From an optimization exercise on the open Yosys and OpenROAD flow, aimed at small area and few clock cycles; shortcuts taken in it are not production practice. In this exercise RTL edits were held to simulation tests only and were not proved equivalent to the original. No activity file was given, so power comes from the tool's default toggle rates.

Setup of alpha:
## md5_msg_sched
module md5_msg_sched #(
    parameter logic [31:0] IV_A = 32'h67452301,
    parameter logic [31:0] IV_B = 32'hEFCDAB89,
    parameter logic [31:0] IV_C = 32'h98BADCFE,
    parameter logic [31:0] IV_D = 32'h10325476
) (
    input  logic            clk,
    input  logic            reset,
    input  logic            in_valid,
    input  logic [7:0]      in_data,
    input  logic            in_last,
    output logic            in_ready,
    output logic            core_start,
    output logic [511:0]    core_block,
    output logic [31:0]     core_a,
    output logic [31:0]     core_b,
    output logic [31:0]     core_c,
    output logic [31:0]     core_d,
    input  logic            core_done,
    input  logic [31:0]     core_ra,
    input  logic [31:0]     core_rb,
    input  logic [31:0]     core_rc,
    input  logic [31:0]     core_rd,
    output logic [127:0]    digest,
    output logic            digest_valid,
    output logic [7:0]      hex_data,
    output logic            hex_wren
);
Size: about 2,800 cells after synthesis, roughly 34,000 sq um of cells after synthesis.
==> flow/config.mk <==
export PLATFORM = sky130hd
export DESIGN_NAME = md5_msg_sched
export DESIGN_NICKNAME = md5_msg_sched
export VERILOG_FILES = /design/flow/design.v
export SDC_FILE = /design/flow/constraint.sdc
export NUM_CORES = 4
export LEC_CHECK = 0
export CAP_MARGIN = 0
export CORE_MARGIN = 2
export CORE_UTILIZATION = 40
export GPL_ROUTABILITY_DRIVEN = 0
export GPL_TIMING_DRIVEN = 0
export SLEW_MARGIN = 0
==> flow/constraint.sdc <==
create_clock -name core_clock -period 6.0 [get_ports {clk}]
set_input_delay 1.2000 -clock core_clock [delete_from_list [all_inputs] [get_ports {clk}]]
set_output_delay 1.2000 -clock core_clock [all_outputs]
set_load 0.01 [all_outputs]
standard.sh (not shown) runs the stock make flow with config.mk's settings and CLKGATE_MAP_FILE= SYNTH_SCRIPT=/design/flow/synth_recipe.tcl, a recipe that flattens the netlist after the stock synthesis.
==> flow/flow/run.sh <==
#!/bin/bash
# Standard ORFS layout, with two changes to how it is made:
#  - the port buffers that global placement inserts are the smallest buffer (buf_1) instead of
#    the default pick; every input and output port still gets one;
#  - clock tree: clkbuf_8 buffers, larger sink clusters, no dummy loads.
set -euo pipefail
export BUFFER_PORTS_ARGS="-buffer_cell sky130_fd_sc_hd__buf_1"
export CTS_ARGS="-sink_clustering_enable -repair_clock_nets -buf_list sky130_fd_sc_hd__clkbuf_8 -sink_clustering_size 16 -sink_clustering_max_diameter 55 -dont_use_dummy_load"
bash standard.sh > standard_make.log 2>&1
Looking at the reports, alpha completed the entire flow and the layout it produced met the timing, DRC and antenna checks.
Testbench counts of alpha, summed over its fixed seeds: cycles 18,326.
The inputs of beta differ from those of alpha as listed below.
# alpha
export LEC_CHECK = 0
export CAP_MARGIN = 0
export CORE_MARGIN = 2
export CORE_UTILIZATION = 40
export GPL_ROUTABILITY_DRIVEN = 0
export GPL_TIMING_DRIVEN = 0
export SLEW_MARGIN = 0
create_clock -name core_clock -period 6.0 [get_ports {clk}]
# beta
export LEC_CHECK = 0
export CAP_MARGIN = 0
export CORE_MARGIN = 2
export CORE_UTILIZATION = 45
export SLEW_MARGIN = 0
create_clock -name core_clock -period 6.0 [get_ports {clk}]
## What came out
beta finished every step from synthesis to the final layout, and the layout passed the timing, DRC and antenna checks. Against alpha, cell area in beta fell by more than 10%. Placed standard-cell area: beta lower than alpha. Run comparison: alpha group drawing the most power combinational logic; beta group drawing the most power registers. beta vs alpha: number of buffer and inverter instances along the worst setup path down in beta. Diff alpha -> beta: power went down about 13%, via count down 9.8%.
Edits applied to the flow inputs when going from beta to gamma:
# beta
export LEC_CHECK = 0
export CAP_MARGIN = 0
export CORE_MARGIN = 2
export CORE_UTILIZATION = 45
export SLEW_MARGIN = 0
create_clock -name core_clock -period 6.0 [get_ports {clk}]
# gamma
export LEC_CHECK = 0
export CAP_MARGIN = 0
export CORE_MARGIN = 2
export CORE_UTILIZATION = 40
export SLEW_MARGIN = 0
create_clock -name core_clock -period 6.0 [get_ports {clk}]
==> run summary <==
gamma ended up with a lower fraction of power consumed by combinational cells than beta did. Against beta, gamma reports a max-slew headroom at the worst pin that is lower. Compared gamma vs beta, and sequential portion of the cell area is down in gamma. Relative to beta, transition at the pin with the smallest max-transition slack has increased by 0.038 ns in gamma. gamma: aggregate global-route resource usage lower than beta. Of beta and gamma, the higher shortest period the worst path allows belongs to gamma. Looking at final standard cell area without fillers across both flows, gamma is the weaker of the two, with beta ahead. In gamma, routability congestion estimate from global placement is lower than in beta.

md5_msg_sched, a different RTL version from the one above (not shown whole).
For scale: about 2800 cells after synthesis, about 720 flip-flops.
clock: 6.0 ns
lec_check: 0
cap_margin: 20
core_margin: 2
core_utilization: 60
slew_margin: 20
Scripts as last shown in full above: flow/flow/run.sh
The first run ended with an error in I/O pin placement (3_2_place_iop) on PPL-0024.
Testbench counts at the start, summed over its fixed seeds: cycles 18,337.
==> next run, changes <==
--- a/flow/flow/run.sh
+++ b/flow/flow/run.sh
@@ -7,3 +7,3 @@
 export BUFFER_PORTS_ARGS="-buffer_cell sky130_fd_sc_hd__buf_1"
-export CTS_ARGS="-sink_clustering_enable -repair_clock_nets -buf_list sky130_fd_sc_hd__clkbuf_8 -sink_clustering_size 16 -sink_clustering_max_diameter 55 -dont_use_dummy_load"
+export CTS_ARGS="-sink_clustering_enable -repair_clock_nets -buf_list sky130_fd_sc_hd__clkbuf_8 -sink_clustering_size 20 -sink_clustering_max_diameter 65 -dont_use_dummy_load"
 bash standard.sh > standard_make.log 2>&1
CAP_MARGIN = 0   (was 20)
CORE_UTILIZATION = 40   (was 60)
SLEW_MARGIN = 0   (was 20)
What happened:
- The new run went through all stages and came out clean
- synthesized cell count stays the same
- synthesized area does not change
==> next run, changes <==
==> flow/flow/run.sh (replaced) <==
#!/bin/bash
# Standard ORFS layout, but the port buffers that global placement inserts are the smallest
# buffer (buf_1) instead of the default pick; every input and output port still gets one.
set -euo pipefail
export BUFFER_PORTS_ARGS="-buffer_cell sky130_fd_sc_hd__buf_1"
bash standard.sh > standard_make.log 2>&1
CAP_MARGIN = 20   (was 0)
SLEW_MARGIN = 20   (was 0)
What happened:
- final area climbs by 5.1%
- via count increases by 1.4%
- worst setup slack improved by 330 ps
==> next run, changes <==
==> flow/flow/run.sh (replaced) <==
#!/bin/bash
# Standard ORFS layout, with two changes to how it is made:
#  - the port buffers that global placement inserts are the smallest buffer (buf_1) instead of
#    the default pick; every input and output port still gets one;
#  - clock tree: clkbuf_8 buffers, larger sink clusters, no dummy loads.
set -euo pipefail
export BUFFER_PORTS_ARGS="-buffer_cell sky130_fd_sc_hd__buf_1"
export CTS_ARGS="-sink_clustering_enable -repair_clock_nets -buf_list sky130_fd_sc_hd__clkbuf_8 -sink_clustering_size 16 -sink_clustering_max_diameter 55 -dont_use_dummy_load"
bash standard.sh > standard_make.log 2>&1
The new run produced a clean layout.
Synthesized area is unchanged.
Power went down by roughly a tenth.
Worst setup slack gets worse by 24 ps.
Wire length went down slightly.
==> next run, changes <==
--- a/flow/flow/run.sh
+++ b/flow/flow/run.sh
@@ -7,3 +7,3 @@
 export BUFFER_PORTS_ARGS="-buffer_cell sky130_fd_sc_hd__buf_1"
-export CTS_ARGS="-sink_clustering_enable -repair_clock_nets -buf_list sky130_fd_sc_hd__clkbuf_8 -sink_clustering_size 16 -sink_clustering_max_diameter 55 -dont_use_dummy_load"
+export CTS_ARGS="-sink_clustering_enable -repair_clock_nets -buf_list sky130_fd_sc_hd__clkbuf_4 -sink_clustering_size 10 -sink_clustering_max_diameter 35 -dont_use_dummy_load"
 bash standard.sh > standard_make.log 2>&1
CAP_MARGIN = 0   (was 20)
SLEW_MARGIN = 0   (was 20)
The changed run completed with no timing, DRC or antenna violations.
Wire length came out higher by 0.74%.
Clock skew came out higher by 17 ps.
Design area is lower by 0.41%.
Die area stays the same.
Core utilization drops by 0.17 points.
Setup slack degrades by 580 ps.
Global-route usage increases by 0.29 points.
Total power came out lower by 0.85%.
Non-clock buffer count went down by 2.
Final cell count increases by 0.94%.
Synthesized cell count does not change.
==> next run, changes <==
--- a/flow/flow/run.sh
+++ b/flow/flow/run.sh
@@ -7,3 +7,3 @@
 export BUFFER_PORTS_ARGS="-buffer_cell sky130_fd_sc_hd__buf_1"
-export CTS_ARGS="-sink_clustering_enable -repair_clock_nets -buf_list sky130_fd_sc_hd__clkbuf_4 -sink_clustering_size 10 -sink_clustering_max_diameter 35 -dont_use_dummy_load"
+export CTS_ARGS="-sink_clustering_enable -repair_clock_nets -buf_list sky130_fd_sc_hd__clkbuf_8 -sink_clustering_size 12 -sink_clustering_max_diameter 45 -dont_use_dummy_load"
 bash standard.sh > standard_make.log 2>&1
CAP_MARGIN = 20   (was 0)
SLEW_MARGIN = 20   (was 0)
Result: Setup slack improves by 550 ps; global-route usage went down by 0.22 points; area after synthesis does not change; combinational power is about the same; sequential share of layout area went down by 0.64 points.

static timing again, ports no longer ideal:
In the flow no input, the clock included, has a driving cell. The finished layouts below were timed again as built, in two steps.
Step 1: set_driving_cell puts a clkbuf_16 on clk and a buf_2 on each other input, an assumption about the parent block.
Step 2 adds t to the input delays and takes it off the output delays; t is the mean of the earliest and latest rising clock arrival at the registers after step 1. Input paths then give back, and output paths get back, about the clock's delay inside the block.
Three values: no drivers, after step 1, after step 2; two values: the first two.
run	t (ns)	setup slack, ns	clock arrival spread, ns
alpha	0.693	0.191 / 0.119 / 0.337	0.135 / 0.135
beta	0.685	0.814 / 0.752 / 1.437	0.131 / 0.131
gamma	0.687	0.725 / 0.656 / 1.343	0.131 / 0.132
the second run of note 2	0.711	0.701 / 0.638 / 1.252	0.110 / 0.110
the third run of note 2	0.681	1.030 / 0.965 / 1.330	0.055 / 0.055
the fourth run of note 2	0.700	1.006 / 0.943 / 1.319	0.121 / 0.121
the fifth run of note 2	0.943	0.422 / 0.360 / 1.245	0.158 / 0.158
the sixth run of note 2	0.734	0.972 / 0.905 / 1.353	0.113 / 0.113
After both steps every run listed still meets setup and hold.
